Context: an optimization exercise on an open-source flow, tuned for small area. The choices shown serve that exercise and are no tape-out recipe. The RTL was checked by simulation tests, not by an equivalence proof against the original design. No activity file was given, so power comes from the tool's default toggle rates. The clock port is modelled as an ideal driver; clocking choices that lean on that would not hold on a real chip.

===== design/flow/design.v =====
`default_nettype none
package alu_pkg;
    parameter int DEF_NUM_SLOTS    = 8;     
    parameter int DEF_RESULT_DEPTH = 32;    
    parameter int TAG_W            = 5;     
    localparam int STATUS_W = 3;     
    localparam int ENTRY_W  = 61;    
    localparam int UPDATE_W = 10;    
    function automatic logic op_supported(logic [5:0] op);
        op_supported = !op[5] && (op[4] ? (op[3:0] == 4'b0110 || op[3:0] == 4'b0111 || op[3:0] == 4'b1000)
                                        : (!op[3] || op[2:0] == 3'b000));
    endfunction
endpackage
`default_nettype wire
`timescale 1ns/10ps
`default_nettype none
module alu_result_buffer #(
    parameter int RESULT_DEPTH = 32
) (
    input  wire         clk,
    input  wire         arst_n,
    input  wire         wr_en,
    input  wire  [31:0] wr_data,
    output logic [4:0]  alloc_tag,
    input  wire  [4:0]  rd_tag,
    output logic [31:0] rd_data
);
    logic [31:0] mem [RESULT_DEPTH];
    logic [4:0]  alloc_ptr;
    always_ff @(posedge clk or negedge arst_n) begin
        if (!arst_n)    alloc_ptr <= '0;
        else if (wr_en) alloc_ptr <= alloc_ptr + 5'd1;    
    end
    always_ff @(posedge clk) begin
        if (wr_en) mem[alloc_ptr] <= wr_data;
    end
    assign alloc_tag = alloc_ptr;
    always_comb begin
        rd_data = '0;
        for (int r = 0; r < RESULT_DEPTH; r++)
            rd_data = rd_data | ({32{rd_tag == 5'(r)}} & mem[r]);
    end
endmodule
`default_nettype wire
`timescale 1ns/10ps
`default_nettype none
module alu_execute #(
    parameter int NUM_SLOTS = 8
) (
    input  wire [NUM_SLOTS*alu_pkg::STATUS_W-1:0] slot_status,
    input  wire [NUM_SLOTS*alu_pkg::ENTRY_W-1:0]  slot_entry,
    output logic [4:0]                            rs_addr,
    output logic [4:0]                            rt_addr,
    input  wire  [31:0]                           rs_data,
    input  wire  [31:0]                           rt_data,
    output logic                                  res_wr_en,
    output logic [31:0]                           res_data,
    output logic [NUM_SLOTS-1:0]                  exec_sel       
);
    localparam int EW = alu_pkg::ENTRY_W;
    localparam int SW = alu_pkg::STATUS_W;
    logic [NUM_SLOTS-1:0] elig;
    logic [NUM_SLOTS-1:0] sel;
    logic [NUM_SLOTS-1:0] sel_imm;     
    logic [NUM_SLOTS-1:0] sel_reg;     
    logic [5:0]  op;
    logic [31:0] imm_b;
    always_comb begin
        for (int i = 0; i < NUM_SLOTS; i++)
            elig[i] = slot_status[i*SW +: SW] == 3'b100 &&
                      alu_pkg::op_supported(slot_entry[i*EW + 55 +: 6]);
    end
    always_comb begin
        logic taken;
        taken = 1'b0;
        for (int i = NUM_SLOTS - 1; i >= 0; i--) begin
            sel[i] = elig[i] && !taken;
            taken  = taken || elig[i];
        end
    end
    always_comb begin
        for (int i = 0; i < NUM_SLOTS; i++) begin
            logic [5:0] o;
            o = slot_entry[i*EW + 55 +: 6];
            sel_imm[i] = sel[i] && !o[4] && (o[3] || o[2:1] == 2'b11);
            sel_reg[i] = sel[i] && !(!o[4] && (o[3] || o[2:1] == 2'b11));
        end
    end
    always_comb begin
        op      = '0;
        rs_addr = '0;
        rt_addr = '0;
        imm_b   = '0;
        for (int i = 0; i < NUM_SLOTS; i++) begin
            op      = op      | ({6{sel[i]}}     & slot_entry[i*EW + 55 +: 6]);
            rs_addr = rs_addr | ({5{sel[i]}}     & slot_entry[i*EW + 50 +: 5]);
            rt_addr = rt_addr | ({5{sel[i]}}     & slot_entry[i*EW + 45 +: 5]);
            imm_b   = imm_b   | ({32{sel_imm[i]}} & slot_entry[i*EW + 8 +: 32]);
        end
    end
    assign res_wr_en = |elig;
    assign exec_sel  = sel;
    logic [31:0] a, b;
    assign a = rs_data;
    assign b = imm_b | ({32{|sel_reg}} & rt_data);
    logic is_shift, is_sub, is_slt, is_and, is_or, is_xor, is_add;
    logic sh_left, sh_arith;
    assign is_shift = op[4];
    assign is_sub   = !op[4] && !op[3] && op[0] && !op[1];           
    assign is_slt   = !op[4] && !op[3] && op[2:0] == 3'b101;
    assign is_and   = !op[4] && !op[3] && op[1] && (op[2:0] == 3'b010 || op[2:0] == 3'b111);
    assign is_or    = !op[4] && (op[3] || op[2:0] == 3'b011);
    assign is_xor   = !op[4] && !op[3] && op[2:0] == 3'b100;
    assign is_add   = !op[4] && !op[3] && (op[2:0] == 3'b000 || op[2:0] == 3'b001 || op[2:0] == 3'b110);
    assign sh_left  = !op[3] && !op[0];
    assign sh_arith = op[3];
    logic [32:0] sum;
    assign sum = {1'b0, a} + {1'b0, b ^ {32{is_sub}}} + {32'b0, is_sub};
    logic [31:0] sh_in, sh_out, sh_res;
    logic        fill;
    always_comb begin
        for (int i = 0; i < 32; i++) sh_in[i] = sh_left ? a[31-i] : a[i];
    end
    assign fill   = sh_arith && a[31];
    assign sh_out = 32'($signed({fill, sh_in}) >>> b[4:0]);
    always_comb begin
        for (int i = 0; i < 32; i++) sh_res[i] = sh_left ? sh_out[31-i] : sh_out[i];
    end
    assign res_data = ({32{is_add}}   & sum[31:0])
                    | ({32{is_slt}}   & {32{!sum[32]}})
                    | ({32{is_and}}   & (a & b))
                    | ({32{is_or}}    & (a | b))
                    | ({32{is_xor}}   & (a ^ b))
                    | ({32{is_shift}} & sh_res);
endmodule
`default_nettype wire
`timescale 1ns/10ps
`default_nettype none
module alu_writeback #(
    parameter int NUM_SLOTS = 8
) (
    input  wire [NUM_SLOTS*alu_pkg::STATUS_W-1:0] slot_status,
    input  wire [NUM_SLOTS*alu_pkg::ENTRY_W-1:0]  slot_entry,
    output logic [4:0]                            rd_tag,
    output logic                                  rd_wr_en,
    output logic [4:0]                            rd_addr,
    output logic [NUM_SLOTS-1:0]                  wb_sel         
);
    localparam int EW = alu_pkg::ENTRY_W;
    localparam int SW = alu_pkg::STATUS_W;
    logic [NUM_SLOTS-1:0] elig;
    always_comb begin
        for (int i = 0; i < NUM_SLOTS; i++)
            elig[i] = slot_status[i*SW +: SW] == 3'b001 &&
                      alu_pkg::op_supported(slot_entry[i*EW + 55 +: 6]);
    end
    always_comb begin
        logic taken;
        taken = 1'b0;
        for (int i = NUM_SLOTS - 1; i >= 0; i--) begin
            wb_sel[i] = elig[i] && !taken;
            taken     = taken || elig[i];
        end
    end
    always_comb begin
        rd_tag  = '0;
        rd_addr = '0;
        for (int i = 0; i < NUM_SLOTS; i++) begin
            rd_tag  = rd_tag  | ({5{wb_sel[i]}} & slot_entry[i*EW + 3 +: 5]);
            rd_addr = rd_addr | ({5{wb_sel[i]}} & slot_entry[i*EW + 40 +: 5]);
        end
    end
    assign rd_wr_en = |elig;
endmodule
`default_nettype wire
`timescale 1ns/10ps
`default_nettype none
module alu_status_merge #(
    parameter int NUM_SLOTS = 8
) (
    input  wire [NUM_SLOTS*alu_pkg::STATUS_W-1:0]  slot_status,
    input  wire [NUM_SLOTS*alu_pkg::ENTRY_W-1:0]   slot_entry,
    input  wire [NUM_SLOTS-1:0]                    exec_sel,
    input  wire [NUM_SLOTS-1:0]                    wb_sel,
    input  wire [4:0]                              alloc_tag,
    output logic [NUM_SLOTS*alu_pkg::UPDATE_W-1:0] slot_update
);
    localparam int EW = alu_pkg::ENTRY_W;
    localparam int SW = alu_pkg::STATUS_W;
    always_comb begin
        for (int s = 0; s < NUM_SLOTS; s++) begin
            logic [2:0] st, stamp;
            st    = slot_entry[s*EW +: 3];
            stamp = {st[2] | slot_status[s*SW + 2], st[1], st[0] | slot_status[s*SW]};
            slot_update[s*alu_pkg::UPDATE_W +: alu_pkg::UPDATE_W] =
                {exec_sel[s] | wb_sel[s], stamp, exec_sel[s], alloc_tag};
        end
    end
endmodule
`default_nettype wire
`timescale 1ns/10ps
`default_nettype none
module alu_unit #(
    parameter int NUM_SLOTS    = alu_pkg::DEF_NUM_SLOTS,
    parameter int RESULT_DEPTH = alu_pkg::DEF_RESULT_DEPTH
) (
    input  wire                                       clk,
    input  wire                                       arst_n,
    input  wire  [NUM_SLOTS*alu_pkg::STATUS_W-1:0]    slot_status,
    input  wire  [NUM_SLOTS*alu_pkg::ENTRY_W-1:0]     slot_entry,
    output logic [NUM_SLOTS*alu_pkg::UPDATE_W-1:0]    slot_update,
    output logic [4:0]                                rs_addr,
    input  wire  [31:0]                               rs_data,
    output logic [4:0]                                rt_addr,
    input  wire  [31:0]                               rt_data,
    output logic                                      rd_wr_en,
    output logic [4:0]                                rd_addr,
    output logic [31:0]                               rd_data
);
    logic                 res_wr_en;
    logic [31:0]          res_data;
    logic [4:0]           alloc_tag;
    logic [4:0]           buf_rd_tag;
    logic [NUM_SLOTS-1:0] exec_sel;
    logic [NUM_SLOTS-1:0] wb_sel;
    alu_execute #(.NUM_SLOTS(NUM_SLOTS)) u_execute (
        .slot_status (slot_status),
        .slot_entry  (slot_entry),
        .rs_addr     (rs_addr),
        .rt_addr     (rt_addr),
        .rs_data     (rs_data),
        .rt_data     (rt_data),
        .res_wr_en   (res_wr_en),
        .res_data    (res_data),
        .exec_sel    (exec_sel)
    );
    alu_result_buffer #(.RESULT_DEPTH(RESULT_DEPTH)) u_result_buffer (
        .clk       (clk),
        .arst_n    (arst_n),
        .wr_en     (res_wr_en),
        .wr_data   (res_data),
        .alloc_tag (alloc_tag),
        .rd_tag    (buf_rd_tag),
        .rd_data   (rd_data)
    );
    alu_writeback #(.NUM_SLOTS(NUM_SLOTS)) u_writeback (
        .slot_status (slot_status),
        .slot_entry  (slot_entry),
        .rd_tag      (buf_rd_tag),
        .rd_wr_en    (rd_wr_en),
        .rd_addr     (rd_addr),
        .wb_sel      (wb_sel)
    );
    alu_status_merge #(.NUM_SLOTS(NUM_SLOTS)) u_status_merge (
        .slot_status (slot_status),
        .slot_entry  (slot_entry),
        .exec_sel    (exec_sel),
        .wb_sel      (wb_sel),
        .alloc_tag   (alloc_tag),
        .slot_update (slot_update)
    );
endmodule
`default_nettype wire

===== design/flow/flow/run.sh =====
#!/bin/bash
# The standard ORFS layout (standard.sh, unchanged synthesis) with these changes:
#  - port buffers are buf_1 instead of the tool's default pick
#  - CTS without dummy loads and with smaller clock buffers
#  - global placement not timing driven
set -euo pipefail
bash standard.sh \
  "BUFFER_PORTS_ARGS=-buffer_cell sky130_fd_sc_hd__buf_1" \
  "CTS_ARGS=-sink_clustering_enable -repair_clock_nets -dont_use_dummy_load -buf_list {sky130_fd_sc_hd__clkbuf_4 sky130_fd_sc_hd__clkbuf_8}" \
  "GPL_TIMING_DRIVEN=0" \
  finish > make_finish.log 2>&1

===== design/flow/standard.sh =====
#!/bin/bash
# synth_recipe.tcl (not shown) runs the flow's synth.tcl, then flattens the netlist and writes it again
# the make line also repeats each setting of config.mk as NAME=value (left out here)
make -C /OpenROAD-flow-scripts/flow DESIGN_CONFIG=/design/flow/config.mk WORK_HOME=/design/flow/orfs CLKGATE_MAP_FILE= SYNTH_SCRIPT=/design/flow/synth_recipe.tcl "${@:-finish}"

===== design/flow/constraint.sdc =====
create_clock -name core_clock -period 10.5 [get_ports {clk}]
set_input_delay 2.1000 -clock core_clock [delete_from_list [all_inputs] [get_ports {clk}]]
set_output_delay 2.1000 -clock core_clock [all_outputs]
set_load 0.01 [all_outputs]

===== design/flow/config.mk =====
export PLATFORM = sky130hd
export DESIGN_NAME = alu_unit
export DESIGN_NICKNAME = alu_unit
export VERILOG_FILES = /design/flow/design.v
export SDC_FILE = /design/flow/constraint.sdc
export NUM_CORES = 4
export LEC_CHECK = 0
export CAP_MARGIN = 20
export CORE_MARGIN = 2
export CORE_UTILIZATION = 40
export SLEW_MARGIN = 20

==> summary.txt, run 1 <==
Timing
  • Final setup TNS: -203 ps
  • Worst Skew: between 40 and 50 ps
  • Setup Viol. Count Final: 4
  • Final min period: about 11000 ps
  • Worst setup margin: -98.9 ps
  • Max Clk Rate: between 0.09 and 0.1 GHz
  • Final slew viol count: 0
  • Normalized max-slew margin: 0.143
  • Hold Slack: just under 800 ps
  • Worst-Margin Slew: 1290 ps
  • Fin. Hold Viols: 0
  • Tcrit/Tclk final: 1.01

Die
  • Top Ports: around 710
  • Die height: between 300 and 400 um
  • Die width: 350 um
  • Row Count: 126
  • Core area: 118000 um2
  • Die area: ~120000 um2
  • Initial core utilization: 0.405

Synthesis
  • Distinct cells, synth: 100
  • Synth Area per Inst: 13.7 um2
  • Seq/Total Area, Yosys: 0.645
  • Area leader, netlist: edfxtp_1
  • Share of the synthesized area in the top cell type: 0.642
  • Yosys warnings: 4
  • Synthesized cell area: approximately 48000 um2
  • Ys async rst share: 0.00486
  • Syn_nets: approximately 4200
  • Cells after Synth: roughly 3500
  • Number of flops mapped to enable cells by yosys: 1024
  • #FFs+latches synth: between 1000 and 1500
  • Top cells by area, synth: edfxtp_1, a22oi_1, ha_1, a221oi_1, a22o_1
  • Dominant synthesized flop cell: edfxtp_1

Route
  • DR DRC count: 0
  • Final ANT Viol Nets: 0
  • Pre-antenna DRT Iters: 8
  • Via count: 39945
  • Via density: approximately 6.6
  • Routed Wire Length: roughly 260000 um
  • Routed length per instance: approximately 42 um
  • Starting DRT DRC Count: about 6300

Finish
  • Most frequent cells in the layout: edfxtp_1, buf_1, a22oi_1, nand2_1, nor2_1
  • Synth-to-Final Area Change: 20.3%
  • Share of cells above drive strength 1: 0.143
  • Final Non-Filler Cells: just over 6000
  • Final core utilization: 0.487
  • NumNets Final: between 5000 and 6000
  • Commonest non-fill, non-tap cell in the layout: edfxtp_1

Setup path
  • Critical Path End Type: output pin
  • Worst path slowest cell: nor2_1
  • Worst path required time: 8400 ps
  • Crit-path max FO: 10
  • Flop2flop setup slack: between 7000 and 8000 ps
  • Critical path class: in2out
  • Critical path data arrival time: 8500 ps
  • Sequence of cells on the critical path: clkdlybuf4s15_1, or4b_2, a211oi_4, nor2_1, nor4b_1, clkbuf_1, a221oi_2, nand3_1, nor2_1, buf_2, buf_2, a22oi_1, nand4_1, or4_1, buf_1
  • Worst Setup Start Kind: input pin
  • Worst stage delay on the critical path: 930 ps

CTS
  • Clock insertion delay at the later pin of the skew report: roughly 810 ps
  • CTS Buffer Depth: 3
  • Root Driver: clkbuf_8
  • CTS tree: built
  • CTS Buf Count: approximately 150
  • CTS clock-pin slew for the worst setup and hold paths: approximately 50 ps
  • Hold_buf cts: 0
  • CTS sink cnt: about 1000
  • H-tree depth: 4

Run status
  • Status: finished with violations
  • Failing Checks: negative setup slack

Pwr
  • Seq pwr share: 0.503
  • P_leak: 0.0191 uW
  • Internal power: 7090 uW
  • Comb pwr share: 0.244
  • Sw Ratio: 0.310
  • Net load switching power: about 3200 uW
  • Total power: about 10000 uW
  • Worst VDD drop: around 130 uV
  • Clock Power Share: 0.253
  • PD cells: 178 nW/um2

Worst hold path
  • Hold crit path type: reg2reg

Global routing
  • Global route total overflow: 0
  • Initial antenna violation count: 48
  • Largest net degree at the start of global routing: 33
  • Vias in the first global route: around 38000
  • GRT Util Overall: 0.413
  • First-pass GRT wire length: 336000 um

Run
  • Max Cap Viol: 0

Place
  • Placed Instances: 5893
  • Port Buffers: 697
  • GPL Wtd Cong: roughly 1.1
  • Final HPWL DP: 198000 um
-- timing repair --
action,CTS,global route
buffers inserted,7,5
pin swaps,4,4
endpoints found under the setup margin,1056,1055
gates resized for setup,61,55
-- synthesized netlist by cell type, types with 22 or more instances --
master	n
or4_1	22
buf_4	46
a22oi_1	387
a221o_1	35
mux2i_1	82
xor2_1	42
or2_2	28
a21o_1	24
clkbuf_1	118
o21ai_0	55
a222oi_1	32
nand3_1	140
edfxtp_1	1024
nor3_1	26
inv_1	81
buf_1	37
nand2_1	152
nand4_1	67
xnor2_1	23
nor2_1	193
a21oi_1	104
a221oi_1	137
buf_2	42
a22o_1	121
ha_1	99
-- layer usage --
metal | vias up | global-route usage | share of wire
li1 | 16198 | - | -
met1 | 19863 | 0.463 | 0.33
met2 | 3090 | 0.652 | 0.46
met3 | 777 | 0.111 | 0.11
met4 | 17 | 0.362 | 0.10
met5 | - | 0 | 0.00059
-- cell type report --
cell class,count,area (um2)
fill,10597,60800
sequential,1029,30900
multi-input combinational,2120,16200
timing repair buffer,822,4790
clock buffer,147,2020
tap,1600,2000
buffer,244,1300
inverter,87,335
antenna,47,118
-- state kept, by name (all words and copies together) (netlist names) --
register	flops
u_result_buffer.alloc_ptr	5
u_result_buffer.mem	1024
-- critical path, delay by kind of cell --
kind            cells  cell delay, ps
simple gates        7            3020
buf+inv             5            2150
compound gates      3            1180
-- path summary, 6_finish.rpt --
kind	startpoint	endpoint	depth (start not counted)
setup / recovery	slot_status[14]	rd_data[29]	15
hold / removal	u_result_buffer.alloc_ptr[1]	u_result_buffer.alloc_ptr[3]	2
setup reg to reg	u_result_buffer.alloc_ptr[4]	u_result_buffer.mem[17][22]	5
hold reg to reg	u_result_buffer.alloc_ptr[1]	u_result_buffer.alloc_ptr[3]	2
max in group asynchronous	arst_n	u_result_buffer.alloc_ptr[4]	1
min in group asynchronous	arst_n	u_result_buffer.alloc_ptr[1]	1
-- power groups by stage --
stage	combinational [uW]	sequential [uW]	clock [uW]
floorplan	1130	5270	0
global placement	2110	5330	0
detailed placement	2380	5260	0
CTS	2420	5170	2590
global route	2590	5180	2740
finish	2500	5170	2600
-- cell families after synthesis --
group,Yosys count,synth area share
XOR/XNOR,65,0.0119
adder cells (fa/ha/maj),100,0.0263
AO/OA/AOI/OAI,1095,0.179
AND/OR/NAND/NOR,743,0.0780
flip-flops,1029,0.645
buffers and inverters,336,0.0320
multiplexers,117,0.0283
-- per-stage QoR --
stage | setup slack [ps] | instance area (um2)
final | -98.9 | 57600
after global routing | -30.7 | 57600
after CTS | 10.1 | 57400
after detailed placement | -4070 | 55100
after global placement | -5600 | 52500
after floorplan | 538 | 47900
==> run 2: changes to the inputs <==
==> design/flow/flow/run.sh (replaced) <==
#!/bin/bash
# The standard ORFS layout (standard.sh, unchanged synthesis) with these changes:
#  - port buffers are buf_1 instead of the tool's default pick
#  - CTS without dummy loads, larger sink clusters
set -euo pipefail
bash standard.sh \
  "BUFFER_PORTS_ARGS=-buffer_cell sky130_fd_sc_hd__buf_1" \
  "CTS_ARGS=-sink_clustering_enable -repair_clock_nets -dont_use_dummy_load -buf_list {sky130_fd_sc_hd__clkbuf_8 sky130_fd_sc_hd__clkbuf_16} -sink_clustering_size 30 -sink_clustering_max_diameter 60" \
  finish > make_finish.log 2>&1
==> summary.txt, run 2 <==
Run status
  • Status: complete, no violations

Timing
  • Normalized max-slew margin: 0.258 (+0.115)
  • Tcrit/Tclk final: 0.934 (-0.0755)
  • Fin. Hold Viols: 0 (unchanged)
  • Final setup TNS: 0 ps (+203 ps)
  • Final slew viol count: 0 (unchanged)
  • Setup Viol. Count Final: 0 (-4)
  • RSZ-0062 raised after global routing: no
  • Final min period: 9810 ps (-792 ps)
  • Worst Skew: 71.2 ps (+24.0 ps)
  • Hold Slack: 760 ps (-34.9 ps)
  • Worst-Margin Slew: 1110 ps (-175 ps)
  • Max Clk Rate: 0.102 GHz (+8.1%)

Synthesis
  • Post-synth top cells: edfxtp_1, a22oi_1, nor2_1
  • Cells after Synth: 3485 (unchanged)
  • Syn_nets: 4163 (unchanged)
  • Yosys warnings: 4 (unchanged)
  • Share of the synthesized area in the top cell type: 0.642 (unchanged)
  • Ys async rst share: 0.00486 (unchanged)
  • Area leader, netlist: edfxtp_1
  • #FFs+latches synth: 1029 (unchanged)
  • Top cells by area, synth: edfxtp_1, a22oi_1, ha_1, a221oi_1, a22o_1
  • Dominant synthesized flop cell: edfxtp_1
  • Synth Area per Inst: 13.7 um2 (unchanged)
  • Distinct cells, synth: 100 (unchanged)
  • Seq/Total Area, Yosys: 0.645 (unchanged)
  • Number of flops mapped to enable cells by yosys: 1024 (unchanged)
  • Most common cell in the netlist: edfxtp_1
  • Synthesized cell area: 47900 um2 (unchanged)

CTS
  • Root Driver: clkbuf_16
  • CTS clock-pin slew for the worst setup and hold paths: 80 ps (+30 ps)
  • H-tree depth: 2 (-2)
  • CTS Buf Count: 48 (-67%)
  • CTS Buffer Depth: 3 (unchanged)
  • Setup Fix Bufs, Post-CTS: 0 (-7)
  • CTS tree: built
  • Hold_buf cts: 0 (unchanged)
  • CTS resizes: 0 (-100%)
  • Clock insertion delay at the later pin of the skew report: 670 ps (-140 ps)
  • CTS sink cnt: 1029 (unchanged)

Global routing
  • Initial antenna violation count: 42 (-13%)
  • Vias in the first global route: 35901 (-5.2%)
  • GRT Util Overall: 0.382 (-0.0312)
  • Global route total overflow: 0 (unchanged)
  • First-pass GRT wire length: 316000 um (-6.0%)
  • Largest net degree at the start of global routing: 44 (+33%)

Finish
  • Final Non-Filler Cells: 5860 (-3.9%)
  • Share of cells above drive strength 1: 0.119 (-0.0245)
  • Regs by FF count: u_result_buffer.mem: 1024 flops, u_result_buffer.alloc_ptr: 5 flops
  • NumNets Final: 4902 (-4.4%)
  • Reg with most FFs: u_result_buffer.mem
  • Most frequent cells in the layout: edfxtp_1, buf_1, a22oi_1, buf_4, nand2_1
  • Synth-to-Final Area Change: 16.3%
  • Commonest non-fill, non-tap cell in the layout: edfxtp_1
  • Max reg flops: 1024 (unchanged)

Die
  • Core area: 118000 um2 (unchanged)
  • Row Count: 126 (unchanged)
  • Initial core utilization: 0.405 (unchanged)
  • Die area: 123000 um2 (unchanged)
  • Die height: 350 um (unchanged)
  • Die width: 350 um (unchanged)
  • Top Ports: 706 (unchanged)

Setup path
  • Worst r2r src: u_result_buffer.alloc_ptr[1]
  • CP top delay family: compound AO/OA/AOI/OAI gates
  • Flop2flop setup slack: 7280 ps (-250 ps)
  • Crit-path max FO: 22 (+12)
  • RR Endpoint: u_result_buffer.mem[17][23]
  • Worst Setup Start Kind: input pin
  • Crit path top cell by count: buf_4
  • Worst stage delay on the critical path: 610 ps (-320 ps)
  • Worst Setup SP: slot_entry[483]
  • Critical path class: in2out
  • Sequence of cells on the critical path: buf_1, or4b_1, o21a_1, buf_4, o22ai_2, nand4b_1, nor2_1, buf_4, a221oi_2, nor2_1, o221ai_2, buf_4, nor2_4, buf_12, a22o_1, a221oi_1, nand3_1, or4_1, buf_1
  • Worst path slowest cell: or4b_1
  • CP Capture Point: rd_data[15]
  • Buf/Inv on CP: 6 (+1)
  • Critical path data arrival time: 7710 ps (-790 ps)
  • Worst R2R Path Depth: 5 (unchanged)
  • Levels on crit path: 19 (+4)
  • Worst path required time: 8400 ps (about the same)
  • Critical Path End Type: output pin

Route
  • Pre-antenna DRT Iters: 6 (-2)
  • Starting DRT DRC Count: 5185 (-17%)
  • Final ANT Viol Nets: 0 (unchanged)
  • Via density: 6.57 (+0.19%)
  • Via count: 38471 (-3.7%)
  • Routed Wire Length: 239000 um (-7.2%)
  • DR DRC count: 0 (unchanged)
  • Routed length per instance: 40.8 um (-3.5%)

Pwr
  • PD cells: 172 nW/um2 (-3.4%)
  • P_leak: 0.0182 uW (-4.9%)
  • Worst VDD drop: 118 uV (-9.9%)

Worst hold path
  • Hold_sp: u_result_buffer.alloc_ptr[1]
  • Hold crit path type: reg2reg
  • Hold Crit Depth: 2 (unchanged)

Place
  • Final HPWL DP: 169000 um (-15%)
  • Port Buffers: 689 (-1.1%)
  • Placed Instances: 5771 (-2.1%)
  • GPL Wtd Cong: 1.08 (+0.34%)

Run
  • Max Cap Viol: 0 (unchanged)
run 2: layout make-up:
| class | count | area (um2) |
|---|---|---|
| Tap cell | 1600 | 2000 |
| Timing Repair Buffer | 938 | 4960 |
| Inverter | 87 | 327 |
| Fill cell | 10670 | 62700 |
| Clock buffer | 48 | 1200 |
| Sequential cell | 1029 | 30900 |
| Multi-Input combinational cell | 2120 | 16200 |
| Antenna cell | 38 | 95.1 |
run 2: cells by family (layout without fill, tap and decap cells):
group | count (synthesis) | in the layout | synth area share
AO/OA/AOI/OAI | 1095 | 1095 | 0.179
flip-flops | 1029 | 1029 | 0.645
AND/OR/NAND/NOR | 743 | 743 | 0.0780
buffers and inverters | 336 | 1073 | 0.0320
multiplexers | 117 | 117 | 0.0283
adder cells (fa/ha/maj) | 100 | 100 | 0.0263
XOR/XNOR | 65 | 65 | 0.0119
other | 0 | 38 | 0
run 2: stage by stage:
step	setup slack [ps]	area, um2	util	power (uW)
CTS	825	55600	0.470	9520
global route	482	55700	0.470	9840
floorplan	538	47900	-	6400
detailed placement	575	54400	0.459	7600
finish	693	55700	0.471	9600
global placement	614	54400	0.459	7570
run 2: worst min-delay path by stage:
stage	endpoint	slack, ps
after detailed placement	u_result_buffer.alloc_ptr[3]	770
after CTS	u_result_buffer.alloc_ptr[3]	750
after global placement	u_result_buffer.alloc_ptr[3]	760
final	u_result_buffer.alloc_ptr[3]	760
after global routing	u_result_buffer.alloc_ptr[3]	800
after floorplan	u_result_buffer.alloc_ptr[3]	720
run 2: power by group:
| group | internal, uW | switching, uW |
|---|---|---|
| Clock | 819 | 1210 |
| Combinational | 723 | 1680 |
| Sequential | 5100 | 64.6 |
run 2: worst min-delay path, stage by stage (launching register included):
cell	delay (ps)
dfrtp_1	530
nand4_1	150
xnor2_1	60
run 2: routing by layer:
metal | up-vias | global-route usage | wire (um)
met5 | - | 0 | 103
met4 | 16 | 0.273 | 20000
met3 | 548 | 0.0857 | 23800
met2 | 2690 | 0.617 | 112000
met1 | 19504 | 0.452 | 83300
li1 | 15713 | - | -
==> run 3: changes to the inputs <==
==> design/flow/run.sh (new file) <==
#!/bin/bash
# synth_recipe.tcl (not shown) runs the flow's synth.tcl, then flattens the netlist and writes it again
# the make line also repeats each setting of config.mk as NAME=value (left out here)
make -C /OpenROAD-flow-scripts/flow DESIGN_CONFIG=/design/flow/config.mk WORK_HOME=/design/flow/orfs CLKGATE_MAP_FILE= SYNTH_SCRIPT=/design/flow/synth_recipe.tcl finish
removed: design/flow/flow/run.sh
removed: design/flow/standard.sh
==> summary.txt, run 3 <==
Run status
  • Status: complete, no violations

Setup path
  • Levels on crit path: 15 (-4)
  • Worst Setup Start Kind: input pin
  • Worst stage delay on the critical path: 720 ps (+110 ps)
  • Crit-path max FO: 11 (-50%)
  • RR Endpoint: u_result_buffer.mem[3][22]
  • Worst r2r src: u_result_buffer.alloc_ptr[0]
  • Critical Path End Type: output pin
  • Sequence of cells on the critical path: clkdlybuf4s50_1, or4b_1, o21a_1, buf_4, o22ai_2, nand4b_1, nor3b_4, buf_4, a2111o_1, nand2_1, nor2_4, a221oi_1, nand3_1, or4_1, clkdlybuf4s50_1
  • Flop2flop setup slack: 7210 ps (-70 ps)
  • CP top delay family: simple AND/OR/NAND/NOR gates
  • Critical path class: in2out
  • Worst path required time: 8400 ps (about the same)
  • Critical path data arrival time: 8310 ps (+600 ps)
  • Buf/Inv on CP: 4 (-2)
  • Worst path slowest cell: clkdlybuf4s50_1
  • Worst R2R Path Depth: 4 (-1)

Synthesis
  • Seq/Total Area, Yosys: 0.645 (unchanged)
  • Dominant synthesized flop cell: edfxtp_1
  • Cells after Synth: 3485 (unchanged)
  • Area leader, netlist: edfxtp_1
  • Yosys warnings: 4 (unchanged)
  • Post-synth top cells: edfxtp_1, a22oi_1, nor2_1
  • Top cells by area, synth: edfxtp_1, a22oi_1, ha_1, a221oi_1, a22o_1
  • #FFs+latches synth: 1029 (unchanged)
  • Ys async rst share: 0.00486 (unchanged)
  • Syn_nets: 4163 (unchanged)
  • Share of the synthesized area in the top cell type: 0.642 (unchanged)
  • Number of flops mapped to enable cells by yosys: 1024 (unchanged)
  • Distinct cells, synth: 100 (unchanged)
  • Synthesized cell area: 47900 um2 (unchanged)
  • Synth Area per Inst: 13.7 um2 (unchanged)
  • Most common cell in the netlist: edfxtp_1

Timing
  • Max Clk Rate: 0.0961 GHz (-5.8%)
  • Worst setup margin: 93.6 ps (-600 ps)
  • RSZ-0062 raised after global routing: no
  • Final setup TNS: 0 ps (unchanged)
  • Tcrit/Tclk final: 0.991 (+0.0571)
  • Hold Slack: 806 ps (+46.5 ps)
  • Worst Skew: 31.1 ps (-40.2 ps)
  • Normalized max-slew margin: 0.195 (-0.0631)
  • Final slew viol count: 0 (unchanged)
  • Setup Viol. Count Final: 0 (unchanged)
  • Final min period: 10410 ps (+600 ps)
  • Worst-Margin Slew: 1210 ps (+96.0 ps)
  • Fin. Hold Viols: 0 (unchanged)

Die
  • Die width: 350 um (unchanged)
  • Top Ports: 706 (unchanged)
  • Row Count: 126 (unchanged)
  • Die area: 123000 um2 (unchanged)
  • Initial core utilization: 0.405 (unchanged)
  • Core area: 118000 um2 (unchanged)
  • Die height: 350 um (unchanged)

Finish
  • Regs by FF count: u_result_buffer.mem: 1024 flops, u_result_buffer.alloc_ptr: 5 flops
  • Final core utilization: 0.525 (+0.0545)
  • Reg with most FFs: u_result_buffer.mem
  • Share of cells above drive strength 1: 0.139 (+0.0208)
  • Max reg flops: 1024 (unchanged)
  • NumNets Final: 4962 (+1.2%)
  • Final instance area: 62200 um2 (+12%)
  • # fillers: 10007 (-6.2%)
  • Commonest non-fill, non-tap cell in the layout: edfxtp_1
  • Synth-to-Final Area Change: 29.8%
  • Most frequent cells in the layout: edfxtp_1, clkdlybuf4s50_1, a22oi_1, buf_4, nand2_1

Worst hold path
  • Hold_sp: u_result_buffer.alloc_ptr[1]
  • Hold Crit Depth: 2 (unchanged)
  • Hold crit path type: reg2reg
  • Worst Hold End: u_result_buffer.alloc_ptr[3]

Pwr
  • Worst VDD drop: 137 uV (+16%)
  • PD cells: 182 nW/um2 (+5.8%)
  • P_leak: 0.0211 uW (+16%)

CTS
  • CTS Buf Count: 91 (+90%)
  • CTS sink cnt: 1029 (unchanged)
  • Clock insertion delay at the later pin of the skew report: 670 ps (about the same)
  • Hold_buf cts: 0 (unchanged)
  • Root Driver: clkbuf_16
  • CTS Buffer Depth: 3 (unchanged)
  • H-tree depth: 3 (+1)
  • CTS clock-pin slew for the worst setup and hold paths: 70 ps (about the same)
  • CTS tree: built

Global routing
  • Largest net degree at the start of global routing: 44 (unchanged)
  • Global route total overflow: 0 (unchanged)
  • GRT Util Overall: 0.378 (-0.00410)
  • First-pass GRT wire length: 314000 um (-0.72%)
  • Initial antenna violation count: 31 (-26%)
  • Vias in the first global route: 37120 (+3.4%)

Place
  • GPL Wtd Cong: 1.07 (-0.50%)
  • Port Buffers: 689 (unchanged)
  • Setup slack at placement: -100 ps (-675 ps)
  • Placed cell area: 58800 um2 (+8.1%)
  • Final HPWL DP: 169000 um (about the same)

Route
  • Routed length per instance: 39.4 um (-3.4%)
  • Starting DRT DRC Count: 5349 (+3.2%)
  • Final ANT Viol Nets: 0 (unchanged)
  • DR DRC count: 0 (unchanged)
  • Pre-antenna DRT Iters: 8 (+2)
  • Via count: 38400 (-0.18%)
  • Via density: 6.39 (-2.7%)
  • Routed Wire Length: 237000 um (-0.93%)

Run
  • Max Cap Viol: 0 (unchanged)
==> run 3: area by class of cell <==
type | count | area (um2) | area share
Inverter | 87 | 327 | 0.00525
Multi-Input combinational cell | 2121 | 16300 | 0.262
Antenna cell | 50 | 125 | 0.00201
Timing Repair Buffer | 954 | 9440 | 0.152
Sequential cell | 1029 | 30900 | 0.497
Clock inverter | 57 | 708 | 0.0114
Clock buffer | 111 | 2420 | 0.0389
Tap cell | 1600 | 2000 | 0.0322
==> run 3: metrics by stage <==
| stage | power, uW | instances |
|---|---|---|
| CTS | 11300 | 5949 |
| floorplan | 6400 | 3485 |
| global route | 11600 | 6005 |
| detailed placement | 7860 | 5781 |
| finish | 11300 | 6009 |
| global placement | 7840 | 5781 |
==> run 3: worst reg2reg max path: stages, from the launching register on <==
cell and delay, ps:
dfrtp_1 620, ha_1 220, nand2_1 520, nor2_4 980
buf_4 530
==> run 3: kinds of logic after synthesis <==
kind of cell,count (synthesis),synth area share
DFF,1029,0.645
muxes,117,0.0283
and+or+nand+nor,743,0.0780
AOI/OAI and AO/OA,1095,0.179
buffers and inverters,336,0.0320
xor gates and xnor gates,65,0.0119
adders and majority gates,100,0.0263
==> run 3: repair_timing <==
item	CTS	global route
setup buffers	0	3
setup endpoints to repair	0	11
gates resized for setup	0	2
==> run 3: worst max-delay path by stage <==
| stage | from | end |
|---|---|---|
| floorplan | slot_status[10] | u_result_buffer.mem[0][3] |
| finish | slot_entry[482] | rd_data[18] |
| detailed placement | slot_entry[486] | u_result_buffer.mem[2][25] |
| CTS | slot_entry[486] | rd_data[17] |
| global route | slot_entry[304] | rd_data[18] |
| global placement | slot_entry[486] | u_result_buffer.mem[23][25] |
==> run 3: per-layer routing <==
layer,vias to the layer above,global-route usage,share of wire
li1,15948,-,-
met1,19318,0.442,0.35
met2,2585,0.605,0.47
met3,537,0.0801,0.097
met4,12,0.302,0.089
met5,-,0,0.00033
==> run 3: report_power, final <==
part / internal [uW] / leakage [uW] / total (uW) / switching (uW)
clock network: 2020 / 0.00151 / 3510 / 1490
registers: 5110 / 0.00931 / 5180 / 70.1
logic: 996 / 0.0103 / 2650 / 1650
==> run 4: changes to the inputs <==
--- a/design/flow/design.v
+++ b/design/flow/design.v
@@ -114,8 +114,29 @@
     assign is_add   = !op[4] && !op[3] && (op[2:0] == 3'b000 || op[2:0] == 3'b001 || op[2:0] == 3'b110);
     assign sh_left  = !op[3] && !op[0];
     assign sh_arith = op[3];
-    logic [32:0] sum;
-    assign sum = {1'b0, a} + {1'b0, b ^ {32{is_sub}}} + {32'b0, is_sub};
+    logic [31:0] bb, p, g, c;
+    logic        cout;
+    assign bb = b ^ {32{is_sub}};
+    assign p  = a ^ bb;
+    assign g  = a & bb;
+    logic [31:0] gg, pp;
+    always_comb begin
+        gg = g;
+        pp = p;
+        for (int l = 0; l < 5; l++) begin
+            for (int i = 0; i < 32; i++) begin
+                if (i[l]) begin
+                    gg[i] = gg[i] | (pp[i] & gg[((i >> l) << l) - 1]);
+                    pp[i] = pp[i] & pp[((i >> l) << l) - 1];
+                end
+            end
+        end
+        c[0] = is_sub;
+        for (int i = 1; i < 32; i++) c[i] = gg[i-1] | (pp[i-1] & is_sub);
+        cout = gg[31] | (pp[31] & is_sub);
+    end
+    logic [31:0] sum;
+    assign sum = p ^ c;
     logic [31:0] sh_in, sh_out, sh_res;
     logic        fill;
     always_comb begin
@@ -126,11 +147,11 @@
     always_comb begin
         for (int i = 0; i < 32; i++) sh_res[i] = sh_left ? sh_out[31-i] : sh_out[i];
     end
-    assign res_data = ({32{is_add}}   & sum[31:0])
-                    | ({32{is_slt}}   & {32{!sum[32]}})
-                    | ({32{is_and}}   & (a & b))
-                    | ({32{is_or}}    & (a | b))
-                    | ({32{is_xor}}   & (a ^ b))
+    assign res_data = ({32{is_add}}   & sum)
+                    | ({32{is_slt}}   & {32{!cout}})
+                    | ({32{is_and}}   & g)
+                    | ({32{is_or}}    & (p | g))
+                    | ({32{is_xor}}   & p)
                     | ({32{is_shift}} & sh_res);
 endmodule
 `default_nettype wire
==> design/flow/flow/run.sh (new file) <==
#!/bin/bash
# The standard ORFS layout (standard.sh, unchanged synthesis) with these changes:
#  - port buffers are buf_1 instead of the tool's default pick
#  - CTS without dummy loads, larger sink clusters
set -euo pipefail
bash standard.sh \
  "BUFFER_PORTS_ARGS=-buffer_cell sky130_fd_sc_hd__buf_1" \
  "CTS_ARGS=-sink_clustering_enable -repair_clock_nets -dont_use_dummy_load -buf_list {sky130_fd_sc_hd__clkbuf_8 sky130_fd_sc_hd__clkbuf_16} -sink_clustering_size 30 -sink_clustering_max_diameter 60" \
  "CAP_MARGIN=0" "SLEW_MARGIN=0" "CORE_UTILIZATION=55" \
  finish > make_finish.log 2>&1
==> design/flow/standard.sh (new file) <==
#!/bin/bash
# synth_recipe.tcl (not shown) runs the flow's synth.tcl, then flattens the netlist and writes it again
# the make line also repeats each setting of config.mk as NAME=value (left out here)
make -C /OpenROAD-flow-scripts/flow DESIGN_CONFIG=/design/flow/config.mk WORK_HOME=/design/flow/orfs CLKGATE_MAP_FILE= SYNTH_SCRIPT=/design/flow/synth_recipe.tcl "${@:-finish}"
removed: design/flow/run.sh
==> summary.txt, run 4 <==
Setup path
  • Crit-path max FO: 17 (+6)
  • Worst Setup SP: slot_status[8]
  • Worst R2R Path Depth: 4 (unchanged)
  • Critical path data arrival time: 8420 ps (+110 ps)
  • Worst path slowest cell: nor3_1
  • Worst Setup Start Kind: input pin
  • RR Endpoint: u_result_buffer.mem[7][0]
  • Worst r2r src: u_result_buffer.alloc_ptr[0]
  • Critical path class: in2out
  • Sequence of cells on the critical path: buf_1, or4b_2, a211oi_1, nand2b_1, o32ai_1, a2111o_1, a2111o_1, nor2_4, a22o_1, a221oi_1, nand4_1, nor3_1, nand2_1, buf_1
  • Flop2flop setup slack: 7190 ps (-20 ps)
  • Critical Path End Type: output pin
  • Worst path required time: 8400 ps (about the same)
  • CP Capture Point: rd_data[6]
  • Worst stage delay on the critical path: 860 ps (+140 ps)

Timing
  • Normalized max-slew margin: 0.0716 (-0.123)
  • Worst setup margin: -16.2 ps (-110 ps)
  • Worst-Margin Slew: 1390 ps (+178 ps)
  • Final min period: 10520 ps (+110 ps)
  • Max Clk Rate: 0.0951 GHz (-1.0%)
  • Final slew viol count: 0 (unchanged)
  • RSZ-0062 raised after global routing: no
  • Fin. Hold Viols: 0 (unchanged)
  • Setup Viol. Count Final: 1 (+1)
  • Final setup TNS: -16.2 ps (-16.2 ps)
  • Worst Skew: 108 ps (+76.5 ps)
  • Tcrit/Tclk final: 1.00 (+0.0105)

CTS
  • CTS sink cnt: 1029 (unchanged)
  • Clock insertion delay at the later pin of the skew report: 610 ps (-60 ps)
  • H-tree depth: 2 (-1)
  • CTS Buf Count: 41 (-55%)
  • CTS tree: built
  • Hold_buf cts: 0 (unchanged)
  • CTS Buffer Depth: 3 (unchanged)
  • CTS clock-pin slew for the worst setup and hold paths: 110 ps (+40 ps)
  • Root Driver: clkbuf_16

Global routing
  • Vias in the first global route: 39643 (+6.8%)
  • GRT Util Overall: 0.494 (+0.116)
  • First-pass GRT wire length: 300000 um (-4.5%)
  • Initial antenna violation count: 42 (+35%)
  • Global route total overflow: 0 (unchanged)
  • Largest net degree at the start of global routing: 45 (+2.3%)

Route
  • Final ANT Viol Nets: 0 (unchanged)
  • DR DRC count: 0 (unchanged)
  • Starting DRT DRC Count: 9161 (+71%)
  • Via count: 41933 (+9.2%)
  • Pre-antenna DRT Iters: 13 (+5)
  • Via density: 7.86 (+23%)
  • Routed Wire Length: 223000 um (-6.0%)
  • Routed length per instance: 41.7 um (+5.8%)

Finish
  • Max reg flops: 1024 (unchanged)
  • Reg with most FFs: u_result_buffer.mem
  • NumNets Final: 4813 (-3.0%)
  • Share of cells above drive strength 1: 0.0905 (-0.0490)
  • Most frequent cells in the layout: edfxtp_1, buf_1, a22oi_1, nand2_1, buf_4
  • Synth-to-Final Area Change: 12.6%
  • # fillers: 6115 (-39%)
  • Regs by FF count: u_result_buffer.mem: 1024 flops, u_result_buffer.alloc_ptr: 5 flops
  • Commonest non-fill, non-tap cell in the layout: edfxtp_1

Synthesis
  • Distinct cells, synth: 90 (-10%)
  • Yosys warnings: 4 (unchanged)
  • Dominant synthesized flop cell: edfxtp_1
  • Area leader, netlist: edfxtp_1
  • Most common cell in the netlist: edfxtp_1
  • Synthesized cell area: 47100 um2 (-1.8%)
  • #FFs+latches synth: 1029 (unchanged)
  • Synth Area per Inst: 13.4 um2 (-2.7%)
  • Top cells by area, synth: edfxtp_1, a22oi_1, a221oi_1, a222oi_1, nand2_1
  • Share of the synthesized area in the top cell type: 0.653 (+0.0115)
  • Post-synth top cells: edfxtp_1, a22oi_1, nand2_1
  • Ys async rst share: 0.00486 (unchanged)
  • Syn_nets: 4165 (+0.048%)
  • Number of flops mapped to enable cells by yosys: 1024 (unchanged)
  • Seq/Total Area, Yosys: 0.656 (+0.0116)
  • Cells after Synth: 3519 (+0.98%)

Place
  • Final HPWL DP: 148000 um (-12%)
  • GPL Wtd Cong: 1.16 (+7.9%)
  • Port Buffers: 689 (unchanged)

Die
  • Die area: 87900 um2 (-28%)
  • Core area: 85000 um2 (-28%)
  • Die width: 297 um (-15%)
  • Initial core utilization: 0.554 (+0.149)
  • Die height: 297 um (-15%)
  • Row Count: 107 (-15%)
  • Top Ports: 706 (unchanged)

Run status
  • Status: finished with violations
  • Failing Checks: negative setup slack

Pwr
  • Total power: 9280 uW (-18%)
  • PD cells: 175 nW/um2 (-3.8%)
  • Worst VDD drop: 218 uV (+59%)
  • P_leak: 0.0172 uW (-19%)

Run
  • Max Cap Viol: 0 (unchanged)

Worst hold path
  • Hold crit path type: reg2reg
-- run 4: changes by cell type in the layout (fill, tap and decap cells not counted), sizes merged, moves of 74 or more --
cell | previous run | this run
clkdlybuf4s50 | 688 | 0
buf | 264 | 867
a22oi | 387 | 268
nand2 | 152 | 258
a222oi | 32 | 117
mux2i | 84 | 10
-- run 4: timing repair --
item / CTS / global route
endpoints found under the setup margin: 0 / 1
gates resized for setup: 0 / 1
buffers inserted: 0 / 0
-- run 4: cell families (layout without fill, tap and decap cells) --
kind of cell | Yosys count | after routing | share of synthesized area
AO/OA/AOI/OAI | 1112 | 1112 | 0.184
adder cells (fa/ha/maj) | 68 | 68 | 0.0181
buffers and inverters | 357 | 1003 | 0.0339
multiplexers | 19 | 19 | 0.00524
XOR/XNOR | 58 | 58 | 0.0108
flip-flops | 1029 | 1029 | 0.656
other | 0 | 29 | 0
AND/OR/NAND/NOR | 876 | 876 | 0.0919
-- run 4: how the worst min path moves through the flow --
stage / start / endpoint / cells after the start
after floorplan: u_result_buffer.alloc_ptr[1] / u_result_buffer.alloc_ptr[3] / 2
after global placement: u_result_buffer.alloc_ptr[1] / u_result_buffer.alloc_ptr[3] / 2
after detailed placement: u_result_buffer.alloc_ptr[1] / u_result_buffer.alloc_ptr[3] / 2
after CTS: u_result_buffer.alloc_ptr[1] / u_result_buffer.alloc_ptr[3] / 2
after global routing: u_result_buffer.alloc_ptr[1] / u_result_buffer.alloc_ptr[3] / 2
final: u_result_buffer.alloc_ptr[1] / u_result_buffer.alloc_ptr[3] / 2
-- run 4: through the flow --
stage	cell area [um2]	hold slack [ps]	util	cells	worst slack [ps]
6_report	53000	834	0.623	5338	-16.2
5_1_grt	52900	863	0.623	5326	118
4_1_cts	52800	821	0.622	5308	533
3_5_place_dp	51800	806	0.609	5267	578
3_3_place_gp	51800	728	0.609	5267	803
2_1_floorplan	47100	738	-	3519	1280
-- run 4: layer usage --
metal  part of all wire  routed length [um]  vias to the layer above  global-route usage
met1               0.32               71900                    19593               0.615
met2               0.42               93800                     5182               0.714
met5             0.0011                 243                        -             0.00554
met4              0.084               18700                       26               0.323
met3               0.17               37900                     1408               0.196
li1                   -                   -                    15724                   -
-- run 4: worst max-delay path: cells and delay by family --
| family | cells | cell delay (ps) |
|---|---|---|
| AO/OA/AOI/OAI | 6 | 3290 |
| buffers and inverters | 2 | 280 |
| AND/OR/NAND/NOR | 6 | 2730 |
-- run 4: power breakdown --
| part | switching [uW] | leakage, uW | internal, uW | total (uW) |
|---|---|---|---|---|
| sequential | 73.1 | 0.00932 | 5140 | 5220 |
| clock | 1130 | 0.000505 | 706 | 1840 |
| combinational | 1700 | 0.00737 | 532 | 2230 |
| total | 2900 | 0.0172 | 6380 | 9280 |
-- run 4: final cells by class --
type                            instances  area (um2)  share of cell area
Sequential cell                      1029       30900               0.583
Tap cell                             1144        1430              0.0270
Timing Repair Buffer                  868        3980              0.0751
Multi-Input combinational cell       2133       15200               0.287
Antenna cell                           29        72.6             0.00137
Clock buffer                           41        1030              0.0194
Inverter                               94         353             0.00666
==> run 5: changes to the inputs <==
==> design/flow/flow/run.sh (replaced) <==
#!/bin/bash
# The standard ORFS layout (standard.sh, unchanged synthesis) with these changes:
#  - port buffers are buf_1 instead of the tool's default pick
#  - CTS without dummy loads, larger sink clusters
#  - repair aims at 10% cap/slew margin and 0.2 ns setup margin, denser core
set -euo pipefail
bash standard.sh \
  "BUFFER_PORTS_ARGS=-buffer_cell sky130_fd_sc_hd__buf_1" \
  "CTS_ARGS=-sink_clustering_enable -repair_clock_nets -dont_use_dummy_load -buf_list {sky130_fd_sc_hd__clkbuf_8 sky130_fd_sc_hd__clkbuf_16} -sink_clustering_size 25 -sink_clustering_max_diameter 50" \
  "CAP_MARGIN=10" "SLEW_MARGIN=10" "CORE_UTILIZATION=50" "SETUP_SLACK_MARGIN=0.2" \
  finish > make_finish.log 2>&1
==> summary.txt, run 5 <==
Setup path
  • Critical path class: in2out
  • Worst R2R Path Depth: 4 (unchanged)
  • Worst stage delay on the critical path: 840 ps (-20 ps)
  • RR Endpoint: u_result_buffer.mem[11][7]
  • Flop2flop setup slack: 7240 ps (+50 ps)
  • Worst path required time: 8400 ps (about the same)
  • Crit-path max FO: 26 (+9)
  • Critical path data arrival time: 7900 ps (-520 ps)
  • CP Capture Point: rd_data[15]
  • Worst r2r src: u_result_buffer.alloc_ptr[1]
  • Crit path top cell by count: buf_4
  • Worst Setup SP: slot_status[21]
  • Worst Setup Start Kind: input pin
  • Sequence of cells on the critical path: buf_1, nor2b_1, o2111ai_2, buf_4, nand4_1, nor2_1, a2111o_1, o2111ai_1, nor2_4, buf_4, a221oi_1, nand4_1, nor3_1, nand2_1, buf_4
  • Worst path slowest cell: o2111ai_1
  • Critical Path End Type: output pin

Pwr
  • Worst VDD drop: 100 uV (-54%)
  • Comb pwr share: 0.223 (-0.017)
  • Seq pwr share: 0.535 (-0.027)
  • Sw Ratio: 0.302 (-0.0105)
  • Internal power: 6790 uW (+6.4%)
  • P_leak: 0.0176 uW (+2.1%)
  • PD cells: 181 nW/um2 (+3.0%)
  • Clock Power Share: 0.243 (+0.045)
  • Net load switching power: 2940 uW (+1.2%)

CTS
  • CTS tree: built
  • CTS Buf Count: 66 (+61%)
  • Setup Fix Bufs, Post-CTS: 0 (unchanged)
  • CTS sink cnt: 1029 (unchanged)
  • CTS resizes: 0 (unchanged)
  • CTS Buffer Depth: 3 (unchanged)
  • Hold_buf cts: 0 (unchanged)
  • Clock insertion delay at the later pin of the skew report: 620 ps (about the same)
  • H-tree depth: 3 (+1)
  • Root Driver: clkbuf_16
  • CTS clock-pin slew for the worst setup and hold paths: 70 ps (-40 ps)

Route
  • Met1 wire length: 77200 um (+7.4%)
  • Starting DRT DRC Count: 6524 (-29%)
  • Via density: 7.10 (-9.6%)
  • Uppermost layer routed: met5
  • DR WL met3: 24200 um (-36%)
  • Via count: 38803 (-7.5%)
  • Pre-antenna DRT Iters: 13 (unchanged)
  • DR DRC count: 0 (unchanged)
  • Routed length per instance: 38.2 um (-8.3%)
  • Met2 wire length: 95800 um (+2.2%)
  • Final ANT Viol Nets: 0 (unchanged)
  • Routed Wire Length: 209000 um (-6.1%)

Timing
  • Fin. Hold Viols: 0 (unchanged)
  • Worst Skew: 72.7 ps (-34.9 ps)
  • RSZ-0062 raised after global routing: no
  • Final slew viol count: 0 (unchanged)
  • Max Clk Rate: 0.100 GHz (+5.1%)
  • Worst-Margin Slew: 1260 ps (-122 ps)
  • Normalized max-slew margin: 0.158 (+0.0863)
  • Final min period: 10000 ps (-512 ps)
  • Worst setup margin: 496 ps (+512 ps)
  • Tcrit/Tclk final: 0.953 (-0.0488)
  • Setup Viol. Count Final: 0 (-1)

Finish
  • Multi-input logic area: 15200 um2 (-0.23%)
  • Synth-to-Final Area Change: 14.5%
  • Max reg flops: 1024 (unchanged)
  • Reg with most FFs: u_result_buffer.mem
  • NumNets Final: 4840 (+0.56%)
  • Register area: 30900 um2 (unchanged)
  • Share of cells above drive strength 1: 0.0980 (+0.00753)
  • Final instance area: 53900 um2 (+1.7%)
  • # fillers: 7747 (+27%)
  • Commonest non-fill, non-tap cell in the layout: edfxtp_1
  • Most frequent cells in the layout: edfxtp_1, buf_1, a22oi_1, nand2_1, nand3_1
  • Regs by FF count: u_result_buffer.mem: 1024 flops, u_result_buffer.alloc_ptr: 5 flops

Synthesis
  • Post-synth top cells: edfxtp_1, a22oi_1, nand2_1
  • Distinct cells, synth: 90 (unchanged)
  • Dominant synthesized flop cell: edfxtp_1
  • Synthesized cell area: 47100 um2 (unchanged)
  • Seq/Total Area, Yosys: 0.656 (unchanged)
  • Most common cell in the netlist: edfxtp_1
  • Synth Area per Inst: 13.4 um2 (unchanged)
  • Area leader, netlist: edfxtp_1
  • Ys async rst share: 0.00486 (unchanged)
  • Number of flops mapped to enable cells by yosys: 1024 (unchanged)
  • Cells after Synth: 3519 (unchanged)
  • Yosys warnings: 4 (unchanged)
  • Syn_nets: 4165 (unchanged)
  • #FFs+latches synth: 1029 (unchanged)
  • Share of the synthesized area in the top cell type: 0.653 (unchanged)
  • Top cells by area, synth: edfxtp_1, a22oi_1, a221oi_1, a222oi_1, nand2_1

Place
  • Final HPWL DP: 141000 um (-5.1%)
  • Placed cell area: 52100 um2 (+0.64%)
  • GPL Wtd Cong: 1.13 (-2.4%)
  • Setup slack at placement: -235 ps (-814 ps)
  • Port Buffers: 689 (unchanged)

Global routing
  • Largest net degree at the start of global routing: 37 (-18%)
  • Vias in the first global route: 36187 (-8.7%)
  • Global route total overflow: 0 (unchanged)
  • GRT Util Overall: 0.421 (-0.0727)
  • First-pass GRT wire length: 286000 um (-4.6%)
  • Initial antenna violation count: 24 (-43%)

Die
  • Row Count: 112 (+4.7%)
  • Initial core utilization: 0.504 (-0.0493)
  • Core area: 93300 um2 (+9.8%)
  • Top Ports: 706 (unchanged)
  • Die area: 96600 um2 (+9.9%)
  • Die width: 311 um (+4.8%)
  • Die height: 311 um (+4.8%)

Worst hold path
  • Hold crit path type: reg2reg

Run
  • Max Cap Viol: 0 (unchanged)

Run status
  • Status: complete, no violations
[run 5: cell count changes in the layout (fill, tap and decap cells not counted), sizes merged]
cell | before | now
buf | 867 | 870
diode | 29 | 20
clkbuf | 42 | 66
[run 5: through the flow]
stage                     utilization  hold slack [ps]  setup TNS (ps)  power, uW  std cells
after global placement          0.559              745           -5790       7360       5380
after floorplan                     -              738               0       6430       3519
after global routing            0.577              831               0       9970       5460
after detailed placement        0.559              767           -7490       7370       5380
after CTS                       0.576              761               0       9640       5446
final                           0.577              762               0       9720       5466
[run 5: worst min path at each step]
stage	to	startpoint	cells after the start
finish	u_result_buffer.alloc_ptr[3]	u_result_buffer.alloc_ptr[1]	2
global route	u_result_buffer.alloc_ptr[3]	u_result_buffer.alloc_ptr[1]	2
CTS	u_result_buffer.alloc_ptr[3]	u_result_buffer.alloc_ptr[1]	2
detailed placement	u_result_buffer.alloc_ptr[3]	u_result_buffer.alloc_ptr[1]	2
floorplan	u_result_buffer.alloc_ptr[3]	u_result_buffer.alloc_ptr[1]	2
global placement	u_result_buffer.alloc_ptr[3]	u_result_buffer.alloc_ptr[1]	2
[run 5: area by class of cell]
| cell class | count | share of cell area |
|---|---|---|
| Inverter | 94 | 0.00655 |
| Sequential cell | 1029 | 0.573 |
| Clock buffer | 66 | 0.0307 |
| Timing Repair Buffer | 870 | 0.0774 |
| Tap cell | 1254 | 0.0291 |
| Multi-Input combinational cell | 2133 | 0.282 |
| Antenna cell | 20 | 0.000929 |
[run 5: power groups by stage]
| stage | clock network (uW) | registers, uW | logic (uW) |
|---|---|---|---|
| after global routing | 2490 | 5210 | 2270 |
| after floorplan | 0 | 5280 | 1140 |
| after global placement | 0 | 5280 | 2070 |
| final | 2360 | 5200 | 2160 |
| after detailed placement | 0 | 5290 | 2080 |
| after CTS | 2350 | 5200 | 2090 |
[run 5: routing by layer]
layer	GRT usage	vias to the layer above
li1	-	15765
met1	0.560	19408
met2	0.667	3064
met3	0.0850	556
met4	0.199	10
met5	0	-
[run 5: critical path: cells and delay by family]
kind	cells	cell delay [ps]
buffers and inverters	4	1080
AOI/OAI and AO/OA	4	2110
and+or+nand+nor	7	2570
[run 5: logic make-up after synthesis]
| group | share of synthesized area |
|---|---|
| buffers and inverters | 0.0339 |
| adder cells (fa/ha/maj) | 0.0181 |
| flip-flops | 0.656 |
| AND/OR/NAND/NOR | 0.0919 |
| multiplexers | 0.00524 |
| AO/OA/AOI/OAI | 0.184 |
| XOR/XNOR | 0.0108 |

separate check: timing with driven ports:
How much do the figures lean on ideal ports? The routed layouts below were timed once more, with nothing changed but the port constraints.
Step 1 (the two cells are an assumption about what drives the block):
set clk [get_ports {clk}]
set_driving_cell -lib_cell sky130_fd_sc_hd__clkbuf_16 $clk
set_driving_cell -lib_cell sky130_fd_sc_hd__buf_2 [delete_from_list [all_inputs] $clk]
Step 2 moves the port delays by t, midway between the first and last clock arrival at a register: inputs arrive t later, outputs are due t later. That takes back most of the time a late clock gives input paths.
a / b / c = no drivers / after step 1 / after step 2; a / b = the first two.
run | shift t [ns] | slack for setup (ns) | hold slack, ns | slew at the worst register clock pin (ns)
run 1 | 0.871 | -0.099 / -0.122 / -0.632 | 0.795 / 0.795 / 0.795 | 0.07 / 0.07
run 2 | 0.693 | 0.693 / 0.668 / 0.155 | 0.760 / 0.760 / 0.760 | 0.12 / 0.12
run 3 | 0.723 | 0.094 / 0.070 / -0.156 | 0.806 / 0.806 / 0.806 | 0.07 / 0.07
run 4 | 0.634 | -0.016 / -0.042 / -0.042 | 0.834 / 0.834 / 0.834 | 0.12 / 0.12
run 5 | 0.651 | 0.496 / 0.461 / 0.092 | 0.762 / 0.762 / 0.762 | 0.09 / 0.09
With both steps, setup timing fails in run 3, where it was met with ideal ports. For run 2, which loses most, drivers alone change the setup slack by -0.025 ns; drivers and shift together by -0.538 ns.
